What follows belongs to an exercise in optimizing a design on an open flow for small area, a short achievable clock period and few clock cycles; a production flow would make more cautious choices.
RTL that was checked went through simulation tests only; none was proved equivalent to the original.

==> cedar: inputs <==
// postfix_to_load_op_code
module postfix_to_load_op_code #(
    parameter int STACK_DEPTH = ptl_pkg::STACK_DEPTH_DEF
) (
    input  wire logic       clk,
    input  wire logic       rst_n,
    input  wire logic       in_valid,
    output logic            in_stall,
    input  wire logic [7:0] symbol,
    input  wire logic       is_end,
    output logic            out_valid,
    input  wire logic       out_stall,
    output logic [3:0]      kind,
    output logic [7:0]      first_operand,
    output logic [7:0]      second_operand,
    output logic [7:0]      temp_number,
    output logic            stack_empty,
    output logic            last
);
    logic       head_valid;
    logic [6:0] head_item;
    logic       head_pop;
    ptl_front u_front (
        .clk        (clk),
        .rst_n      (rst_n),
        .in_valid   (in_valid),
        .in_stall   (in_stall),
        .symbol     (symbol),
        .is_end     (is_end),
        .head_valid (head_valid),
        .head_item  (head_item),
        .head_pop   (head_pop)
    );
    ptl_back #(
        .STACK_DEPTH (STACK_DEPTH)
    ) u_back (
        .clk            (clk),
        .rst_n          (rst_n),
        .head_valid     (head_valid),
        .head_item      (head_item),
        .head_pop       (head_pop),
        .out_valid      (out_valid),
        .out_stall      (out_stall),
        .kind           (kind),
        .first_operand  (first_operand),
        .second_operand (second_operand),
        .temp_number    (temp_number),
        .stack_empty    (stack_empty),
        .last           (last)
    );
endmodule
export LEC_CHECK = 0
export CAP_MARGIN = 20
export CORE_MARGIN = 2
export CORE_UTILIZATION = 40
export SETUP_SLACK_MARGIN = 2.5
export SLEW_MARGIN = 20
create_clock -name core_clock -period 4.4 [get_ports {clk}]
run.sh (not shown) runs the stock make flow with config.mk's settings and CLKGATE_MAP_FILE= SYNTH_SCRIPT=/design/flow/synth_recipe.tcl, a recipe that flattens the netlist after the stock synthesis.
==> garnet (differences from cedar) <==
--- a/flow/design.v
+++ b/flow/design.v
@@ -164,38 +164,21 @@
             b_main = ptl_pkg::M_BADIN;
         if (!can_take || halt_reg)
         begin
             do_push = 1'b0;
             do_pop  = 1'b0;
         end
     end
-    logic cnt_top1, cnt_two;
-    assign cnt_top1 = (cnt_reg == CNT_W'(STACK_DEPTH - 1));
-    assign cnt_two  = (cnt_reg == CNT_W'(2));
-    logic [CNT_W-1:0] cnt_inc, cnt_dec;
-    logic [CNT_W-1:0] low_ones, low_zeros;
-    always_comb
-    begin
-        low_ones[0]  = 1'b1;
-        low_zeros[0] = 1'b1;
-        for (int i = 1; i < CNT_W; i++)
-        begin
-            low_ones[i]  = low_ones[i-1] & cnt_reg[i-1];
-            low_zeros[i] = low_zeros[i-1] & !cnt_reg[i-1];
-        end
-        cnt_inc = cnt_reg ^ low_ones;
-        cnt_dec = cnt_reg ^ low_zeros;
-    end
     always_comb
     begin
         cnt_next = cnt_reg;
         if (do_push)
-            cnt_next = cnt_inc;
+            cnt_next = cnt_reg + 1'b1;
         else if (do_pop)
-            cnt_next = cnt_dec;
+            cnt_next = cnt_reg - 1'b1;
     end
     always_ff @(posedge clk or negedge rst_n)
     begin
         if (!rst_n)
         begin
             cnt_reg  <= '0;
             full_reg <= 1'b0;
@@ -204,28 +187,18 @@
             one_reg  <= 1'b0;
             pend_reg <= 1'b0;
             halt_reg <= 1'b0;
         end
         else
         begin
             cnt_reg  <= cnt_next;
-            if (do_push)
-            begin
-                full_reg <= cnt_top1;
-                lt2_reg  <= zero_reg;
-                zero_reg <= 1'b0;
-                one_reg  <= zero_reg;
-            end
-            else if (do_pop)
-            begin
-                full_reg <= 1'b0;
-                lt2_reg  <= lt2_reg || cnt_two;
-                zero_reg <= one_reg;
-                one_reg  <= cnt_two;
-            end
+            full_reg <= (cnt_next == CNT_W'(STACK_DEPTH));
+            lt2_reg  <= (cnt_next < CNT_W'(2));
+            zero_reg <= (cnt_next == '0);
+            one_reg  <= (cnt_next == CNT_W'(1));
             if (can_take && !halt_reg)
             begin
                 pend_reg <= (b_main == ptl_pkg::M_OP);
                 if (b_main != ptl_pkg::M_NONE && b_main != ptl_pkg::M_OP && b_main != ptl_pkg::M_END)
                     halt_reg <= 1'b1;
             end
         end
@@ -279,113 +252,70 @@
             top1 = raw1;
         end
     end
     logic       c_valid, f_valid;
     logic       c_store, f_store;
     logic [2:0] c_main,  f_main;
     logic [1:0] c_op,    f_op;
-    logic [4:0] f_a, f_b;
-    logic [4:0] o_first, o_second, o_hid;
-    logic [4:0] nf, ns, nh, la, lb;
-    logic [7:0] o_temp, tcnt_go;
+    logic [4:0] c_a,     f_a;
+    logic [4:0] c_b,     f_b;
     logic       c_empty, f_empty;
     logic [1:0] c_ph;                
     logic [7:0] tcnt_reg;
     logic       n_valid, n_store;
     logic [2:0] n_main;
     logic [1:0] n_op, n_ph;
     logic       n_empty;
     logic [3:0] p_kind;
-    logic       p_sec, p_last, p_emp, p_opnd;
+    logic       p_sa, p_sb, p_sec, p_st, p_last, p_emp, p_opnd;
     logic [3:0] q_kind;
     logic       q_sa, q_sb, q_sec, q_st, q_last, q_emp;
-    logic       c_adv, c_hold, c_load_f, c_load_new, f_load_new;
-    logic       g_done, g_free, g_load_f, g_load_new;
+    logic       c_adv, c_done, c_load_f, c_load_new, f_load_new;
     assign c_adv      = c_valid && !out_stall;
-    assign c_hold     = c_valid && out_stall;
-    assign g_done     = c_valid && p_last;
-    assign g_free     = !c_valid || g_done;
-    assign slot_free  = !f_valid || !c_valid || (g_done && !out_stall);
-    assign g_load_f   = f_valid && g_free;
-    assign g_load_new = head_valid && needs_slot && !f_valid && g_free;
-    assign c_load_f   = g_load_f && !c_hold;
-    assign c_load_new = g_load_new && !c_hold;
+    assign c_done     = c_adv && p_last;
+    assign slot_free  = !f_valid || c_done || !c_valid;
+    assign c_load_f   = f_valid && (c_done || !c_valid);
+    assign c_load_new = b_new && !f_valid && (c_done || !c_valid);
     assign f_load_new = b_new && !c_load_new;
     always_comb
     begin
         n_valid = c_valid;
         n_store = c_store;
         n_main  = c_main;
         n_op    = c_op;
         n_ph    = c_ph;
         n_empty = c_empty;
-        if (g_load_f)
+        if (c_load_f)
         begin
             n_valid = 1'b1;
             n_store = f_store;
             n_main  = f_main;
             n_op    = f_op;
             n_ph    = '0;
             n_empty = f_empty;
         end
-        else if (g_load_new)
+        else if (c_load_new)
         begin
             n_valid = 1'b1;
             n_store = b_store;
             n_main  = b_main;
             n_op    = head_item[1:0];
             n_ph    = '0;
             n_empty = empty_now;
         end
-        else if (g_done)
+        else if (c_done)
             n_valid = 1'b0;
-        else if (c_valid)
+        else if (c_adv)
         begin
             if (c_store)
                 n_store = 1'b0;
             else
                 n_ph = c_ph + 1'b1;
         end
     end
-    assign la = g_load_f ? f_a : top0;
-    assign lb = g_load_f ? f_b : top1;
-    always_comb
-    begin
-        nf = o_first;
-        ns = o_second;
-        nh = o_hid;
-        if (g_load_f || g_load_new)
-        begin
-            nf = q_sa ? la : 5'd0;
-            ns = 5'd0;
-            nh = lb;
-        end
-        else if (c_valid)
-        begin
-            if (c_store)
-            begin
-                if (c_main != ptl_pkg::M_OP)
-                    nf = 5'd0;
-            end
-            else if (c_main == ptl_pkg::M_OP)
-            begin
-                if (c_ph == 2'd0)
-                begin
-                    nf = o_hid;
-                    nh = o_first;
-                end
-                else if (c_ph == 2'd1)
-                begin
-                    nf = o_hid;
-                    ns = o_first;
-                end
-            end
-        end
-    end
-    assign tcnt_go = (c_valid && p_sec && tcnt_reg != 8'hFF) ? tcnt_reg + 1'b1 : tcnt_reg;
     always_comb
     begin
         q_kind = ptl_pkg::KIND_LOAD;
         q_sa   = 1'b0;
         q_sb   = 1'b0;
         q_sec  = 1'b0;
         q_st   = 1'b0;
@@ -424,30 +354,36 @@
                 ptl_pkg::M_OVF:     q_kind = ptl_pkg::KIND_OVF;
                 default:            ;
             endcase
         end
     end
     always_ff @(posedge clk)
     begin
-        if (!c_hold)
+        c_store <= n_store;
+        c_main  <= n_main;
+        c_op    <= n_op;
+        c_ph    <= n_ph;
+        c_empty <= n_empty;
+        p_kind  <= q_kind;
+        p_sa    <= q_sa;
+        p_sb    <= q_sb;
+        p_opnd  <= q_sa || q_sb;
+        p_sec   <= q_sec;
+        p_st    <= q_st;
+        p_last  <= q_last;
+        p_emp   <= q_emp;
+        if (c_load_f)
+        begin
+            c_a <= f_a;
+            c_b <= f_b;
+        end
+        else if (c_load_new)
         begin
-            c_store <= n_store;
-            c_main  <= n_main;
-            c_op    <= n_op;
-            c_ph    <= n_ph;
-            c_empty <= n_empty;
-            p_kind  <= q_kind;
-            p_opnd   <= q_sa || q_sb;
-            p_sec    <= q_sec;
-            p_last   <= q_last;
-            p_emp    <= q_emp;
-            o_first  <= nf;
-            o_second <= ns;
-            o_hid    <= nh;
-            o_temp   <= q_st ? tcnt_go : 8'd0;
+            c_a <= top0;
+            c_b <= top1;
         end
         if (f_load_new)
         begin
             f_store <= b_store;
             f_main  <= b_main;
             f_op    <= head_item[1:0];
             f_a     <= top0;
@@ -461,29 +397,28 @@
         begin
             c_valid  <= 1'b0;
             f_valid  <= 1'b0;
             tcnt_reg <= '0;
         end
         else
         begin
-            if (!c_hold)
-                c_valid <= n_valid;
+            c_valid <= n_valid;
             if (f_load_new)
                 f_valid <= 1'b1;
             else if (c_load_f)
                 f_valid <= 1'b0;
             if (c_adv && p_sec && tcnt_reg != 8'hFF)
                 tcnt_reg <= tcnt_reg + 1'b1;
         end
     end
     assign out_valid      = c_valid;
     assign kind           = p_kind;
-    assign first_operand  = {1'b0, p_opnd, 1'b0, o_first};
-    assign second_operand = {1'b0, p_sec, 1'b0, o_second};
-    assign temp_number    = o_temp;
+    assign first_operand  = {1'b0, p_opnd, 1'b0, ({5{p_sa}} & c_a) | ({5{p_sb}} & c_b)};
+    assign second_operand = {1'b0, p_sec, 1'b0, {5{p_sec}} & c_b};
+    assign temp_number    = {8{p_st}} & tcnt_reg;
     assign stack_empty    = p_emp;
     assign last           = p_last;
 endmodule
 `default_nettype wire
 `default_nettype none
 module postfix_to_load_op_code #(
     parameter int STACK_DEPTH = ptl_pkg::STACK_DEPTH_DEF
==> flow/flow/run.sh (new file) <==
#!/bin/bash
# The standard layout, with the port buffers made of fast sky130 buffers
# instead of the delay buffers buffer_ports picks by default.
set -euo pipefail
export BUFFER_PORTS_ARGS="-buffer_cell sky130_fd_sc_hd__buf_4"
bash standard.sh > standard_flow.log 2>&1
==> flow/standard.sh (new file) <==
#!/bin/bash
# synth_recipe.tcl (not shown) runs the flow's synth.tcl, then flattens the netlist and writes it again
# the make line also repeats each setting of config.mk as NAME=value (left out here)
make -C /OpenROAD-flow-scripts/flow DESIGN_CONFIG=/design/flow/config.mk WORK_HOME=/design/flow/orfs CLKGATE_MAP_FILE= SYNTH_SCRIPT=/design/flow/synth_recipe.tcl "${@:-finish}"
removed: flow/run.sh
==> raven (differences from cedar) <==
--- a/flow/design.v
+++ b/flow/design.v
@@ -279,27 +279,25 @@
             top1 = raw1;
         end
     end
     logic       c_valid, f_valid;
     logic       c_store, f_store;
     logic [2:0] c_main,  f_main;
     logic [1:0] c_op,    f_op;
-    logic [4:0] f_a, f_b;
-    logic [4:0] o_first, o_second, o_hid;
-    logic [4:0] nf, ns, nh, la, lb;
-    logic [7:0] o_temp, tcnt_go;
+    logic [4:0] c_a,     f_a;
+    logic [4:0] c_b,     f_b;
     logic       c_empty, f_empty;
     logic [1:0] c_ph;                
     logic [7:0] tcnt_reg;
     logic       n_valid, n_store;
     logic [2:0] n_main;
     logic [1:0] n_op, n_ph;
     logic       n_empty;
     logic [3:0] p_kind;
-    logic       p_sec, p_last, p_emp, p_opnd;
+    logic       p_sa, p_sb, p_sec, p_st, p_last, p_emp, p_opnd;
     logic [3:0] q_kind;
     logic       q_sa, q_sb, q_sec, q_st, q_last, q_emp;
     logic       c_adv, c_hold, c_load_f, c_load_new, f_load_new;
     logic       g_done, g_free, g_load_f, g_load_new;
     assign c_adv      = c_valid && !out_stall;
     assign c_hold     = c_valid && out_stall;
     assign g_done     = c_valid && p_last;
@@ -342,50 +340,14 @@
         begin
             if (c_store)
                 n_store = 1'b0;
             else
                 n_ph = c_ph + 1'b1;
         end
     end
-    assign la = g_load_f ? f_a : top0;
-    assign lb = g_load_f ? f_b : top1;
-    always_comb
-    begin
-        nf = o_first;
-        ns = o_second;
-        nh = o_hid;
-        if (g_load_f || g_load_new)
-        begin
-            nf = q_sa ? la : 5'd0;
-            ns = 5'd0;
-            nh = lb;
-        end
-        else if (c_valid)
-        begin
-            if (c_store)
-            begin
-                if (c_main != ptl_pkg::M_OP)
-                    nf = 5'd0;
-            end
-            else if (c_main == ptl_pkg::M_OP)
-            begin
-                if (c_ph == 2'd0)
-                begin
-                    nf = o_hid;
-                    nh = o_first;
-                end
-                else if (c_ph == 2'd1)
-                begin
-                    nf = o_hid;
-                    ns = o_first;
-                end
-            end
-        end
-    end
-    assign tcnt_go = (c_valid && p_sec && tcnt_reg != 8'hFF) ? tcnt_reg + 1'b1 : tcnt_reg;
     always_comb
     begin
         q_kind = ptl_pkg::KIND_LOAD;
         q_sa   = 1'b0;
         q_sb   = 1'b0;
         q_sec  = 1'b0;
         q_st   = 1'b0;
@@ -432,22 +394,31 @@
         begin
             c_store <= n_store;
             c_main  <= n_main;
             c_op    <= n_op;
             c_ph    <= n_ph;
             c_empty <= n_empty;
             p_kind  <= q_kind;
-            p_opnd   <= q_sa || q_sb;
-            p_sec    <= q_sec;
-            p_last   <= q_last;
-            p_emp    <= q_emp;
-            o_first  <= nf;
-            o_second <= ns;
-            o_hid    <= nh;
-            o_temp   <= q_st ? tcnt_go : 8'd0;
+            p_sa    <= q_sa;
+            p_sb    <= q_sb;
+            p_opnd  <= q_sa || q_sb;
+            p_sec   <= q_sec;
+            p_st    <= q_st;
+            p_last  <= q_last;
+            p_emp   <= q_emp;
+        end
+        if (c_load_f)
+        begin
+            c_a <= f_a;
+            c_b <= f_b;
+        end
+        else if (c_load_new)
+        begin
+            c_a <= top0;
+            c_b <= top1;
         end
         if (f_load_new)
         begin
             f_store <= b_store;
             f_main  <= b_main;
             f_op    <= head_item[1:0];
             f_a     <= top0;
@@ -473,17 +444,17 @@
                 f_valid <= 1'b0;
             if (c_adv && p_sec && tcnt_reg != 8'hFF)
                 tcnt_reg <= tcnt_reg + 1'b1;
         end
     end
     assign out_valid      = c_valid;
     assign kind           = p_kind;
-    assign first_operand  = {1'b0, p_opnd, 1'b0, o_first};
-    assign second_operand = {1'b0, p_sec, 1'b0, o_second};
-    assign temp_number    = o_temp;
+    assign first_operand  = {1'b0, p_opnd, 1'b0, ({5{p_sa}} & c_a) | ({5{p_sb}} & c_b)};
+    assign second_operand = {1'b0, p_sec, 1'b0, {5{p_sec}} & c_b};
+    assign temp_number    = {8{p_st}} & tcnt_reg;
     assign stack_empty    = p_emp;
     assign last           = p_last;
 endmodule
 `default_nettype wire
 `default_nettype none
 module postfix_to_load_op_code #(
     parameter int STACK_DEPTH = ptl_pkg::STACK_DEPTH_DEF
Settings changed: CTS_BUF_LIST set to sky130_fd_sc_hd__clkbuf_4 sky130_fd_sc_hd__clkbuf_8.
==> juniper (differences from cedar) <==
--- a/flow/design.v
+++ b/flow/design.v
@@ -279,27 +279,25 @@
             top1 = raw1;
         end
     end
     logic       c_valid, f_valid;
     logic       c_store, f_store;
     logic [2:0] c_main,  f_main;
     logic [1:0] c_op,    f_op;
-    logic [4:0] f_a, f_b;
-    logic [4:0] o_first, o_second, o_hid;
-    logic [4:0] nf, ns, nh, la, lb;
-    logic [7:0] o_temp, tcnt_go;
+    logic [4:0] c_a,     f_a;
+    logic [4:0] c_b,     f_b;
     logic       c_empty, f_empty;
     logic [1:0] c_ph;                
     logic [7:0] tcnt_reg;
     logic       n_valid, n_store;
     logic [2:0] n_main;
     logic [1:0] n_op, n_ph;
     logic       n_empty;
     logic [3:0] p_kind;
-    logic       p_sec, p_last, p_emp, p_opnd;
+    logic       p_sa, p_sb, p_sec, p_st, p_last, p_emp, p_opnd;
     logic [3:0] q_kind;
     logic       q_sa, q_sb, q_sec, q_st, q_last, q_emp;
     logic       c_adv, c_hold, c_load_f, c_load_new, f_load_new;
     logic       g_done, g_free, g_load_f, g_load_new;
     assign c_adv      = c_valid && !out_stall;
     assign c_hold     = c_valid && out_stall;
     assign g_done     = c_valid && p_last;
@@ -342,50 +340,14 @@
         begin
             if (c_store)
                 n_store = 1'b0;
             else
                 n_ph = c_ph + 1'b1;
         end
     end
-    assign la = g_load_f ? f_a : top0;
-    assign lb = g_load_f ? f_b : top1;
-    always_comb
-    begin
-        nf = o_first;
-        ns = o_second;
-        nh = o_hid;
-        if (g_load_f || g_load_new)
-        begin
-            nf = q_sa ? la : 5'd0;
-            ns = 5'd0;
-            nh = lb;
-        end
-        else if (c_valid)
-        begin
-            if (c_store)
-            begin
-                if (c_main != ptl_pkg::M_OP)
-                    nf = 5'd0;
-            end
-            else if (c_main == ptl_pkg::M_OP)
-            begin
-                if (c_ph == 2'd0)
-                begin
-                    nf = o_hid;
-                    nh = o_first;
-                end
-                else if (c_ph == 2'd1)
-                begin
-                    nf = o_hid;
-                    ns = o_first;
-                end
-            end
-        end
-    end
-    assign tcnt_go = (c_valid && p_sec && tcnt_reg != 8'hFF) ? tcnt_reg + 1'b1 : tcnt_reg;
     always_comb
     begin
         q_kind = ptl_pkg::KIND_LOAD;
         q_sa   = 1'b0;
         q_sb   = 1'b0;
         q_sec  = 1'b0;
         q_st   = 1'b0;
@@ -432,22 +394,31 @@
         begin
             c_store <= n_store;
             c_main  <= n_main;
             c_op    <= n_op;
             c_ph    <= n_ph;
             c_empty <= n_empty;
             p_kind  <= q_kind;
-            p_opnd   <= q_sa || q_sb;
-            p_sec    <= q_sec;
-            p_last   <= q_last;
-            p_emp    <= q_emp;
-            o_first  <= nf;
-            o_second <= ns;
-            o_hid    <= nh;
-            o_temp   <= q_st ? tcnt_go : 8'd0;
+            p_sa    <= q_sa;
+            p_sb    <= q_sb;
+            p_opnd  <= q_sa || q_sb;
+            p_sec   <= q_sec;
+            p_st    <= q_st;
+            p_last  <= q_last;
+            p_emp   <= q_emp;
+        end
+        if (c_load_f)
+        begin
+            c_a <= f_a;
+            c_b <= f_b;
+        end
+        else if (c_load_new)
+        begin
+            c_a <= top0;
+            c_b <= top1;
         end
         if (f_load_new)
         begin
             f_store <= b_store;
             f_main  <= b_main;
             f_op    <= head_item[1:0];
             f_a     <= top0;
@@ -473,17 +444,17 @@
                 f_valid <= 1'b0;
             if (c_adv && p_sec && tcnt_reg != 8'hFF)
                 tcnt_reg <= tcnt_reg + 1'b1;
         end
     end
     assign out_valid      = c_valid;
     assign kind           = p_kind;
-    assign first_operand  = {1'b0, p_opnd, 1'b0, o_first};
-    assign second_operand = {1'b0, p_sec, 1'b0, o_second};
-    assign temp_number    = o_temp;
+    assign first_operand  = {1'b0, p_opnd, 1'b0, ({5{p_sa}} & c_a) | ({5{p_sb}} & c_b)};
+    assign second_operand = {1'b0, p_sec, 1'b0, {5{p_sec}} & c_b};
+    assign temp_number    = {8{p_st}} & tcnt_reg;
     assign stack_empty    = p_emp;
     assign last           = p_last;
 endmodule
 `default_nettype wire
 `default_nettype none
 module postfix_to_load_op_code #(
     parameter int STACK_DEPTH = ptl_pkg::STACK_DEPTH_DEF
Settings changed: CTS_CLUSTER_DIAMETER set to 100, CTS_CLUSTER_SIZE set to 30.
==> notes.md <==
quantity                                                           garnet           juniper             raven             cedar
Result of the run                                          finished clean    finished clean    finished clean    finished clean
Insertion delay to the later sink of the worst-skew pair           540 ps            530 ps            600 ps            560 ps
Post-synth EDFFs                                                       41                60                60                71
Average via count per standard cell                                  6.33              6.48              6.29              6.22
Taps Inserted                                                         461               461               461               511
Drt total wl                                                      29.8 mm           29.3 mm           30.5 mm           29.9 mm
Sequential cell count                                                 414               414               414               425
Cell row count                                                         69                69                69                71
Worst setup endpoint                                      u_back.zero_reg  first_operand[4]  first_operand[4]  u_back.p_kind[1]
Synth Register Bits                                                   414               414               414               425
Met1 usage                                                          0.205             0.189             0.189             0.199
Sequential share of the synthesized area                            0.607             0.619             0.619             0.615
Crit. End Element                                                register       output port       output port          register
Period minus WS final                                             2290 ps           2320 ps           2370 ps           2400 ps
Gate Count Post-Synth                                                1166              1134              1134              1192
DRC marker count from the first detailed-route iteration             2098              1890              1993              2039
DP Area                                                       0.0152 mm^2       0.0153 mm^2       0.0153 mm^2       0.0159 mm^2
Final clock period utilization by the worst path                    0.521             0.528             0.538             0.545
Non-clock buffer total of the final layout                            111               109               127               107
Post-synthesis average cell area                                12.5 um^2         12.9 um^2         12.9 um^2         12.7 um^2
Testbench counts of cedar, summed over its fixed seeds: cycles 24,938.
Testbench counts of raven, summed over its fixed seeds: cycles 24,938.
Testbench counts of juniper, summed over its fixed seeds: cycles 24,938.
Function not checked in garnet: the RTL went through the layout flow alone.

## afterwards: timing with drivers on the ports
How much do the figures lean on ideal ports? The routed layouts below were timed once more, with nothing changed but the port constraints. Step 1 (the two cells are an assumption about what drives the block):
set clk [get_ports {clk}]
set_driving_cell -lib_cell sky130_fd_sc_hd__clkbuf_16 $clk
set_driving_cell -lib_cell sky130_fd_sc_hd__buf_2 [delete_from_list [all_inputs] $clk]
Step 2, shift: input delay + t, output delay - t, t = (earliest + latest rising clock arrival at the registers) / 2. This alone moves slack from input paths to output paths. Slacks: ideal / step 1 / step 2; pairs: ideal / step 1.
run | shift t [ns] | setup WS [ns] | clock arrival spread, ns
cedar | 0.597 | 2.000 / 2.000 / 1.815 | 0.028 / 0.028
garnet | 0.581 | 2.107 / 2.107 / 1.650 | 0.011 / 0.011
raven | 0.630 | 2.034 / 1.987 / 1.816 | 0.028 / 0.028
juniper | 0.563 | 2.075 / 2.024 / 1.935 | 0.034 / 0.034
After both steps every run listed still meets setup and hold. For garnet, which loses most, drivers alone change the setup slack by 0.000 ns; drivers and shift together by -0.457 ns.
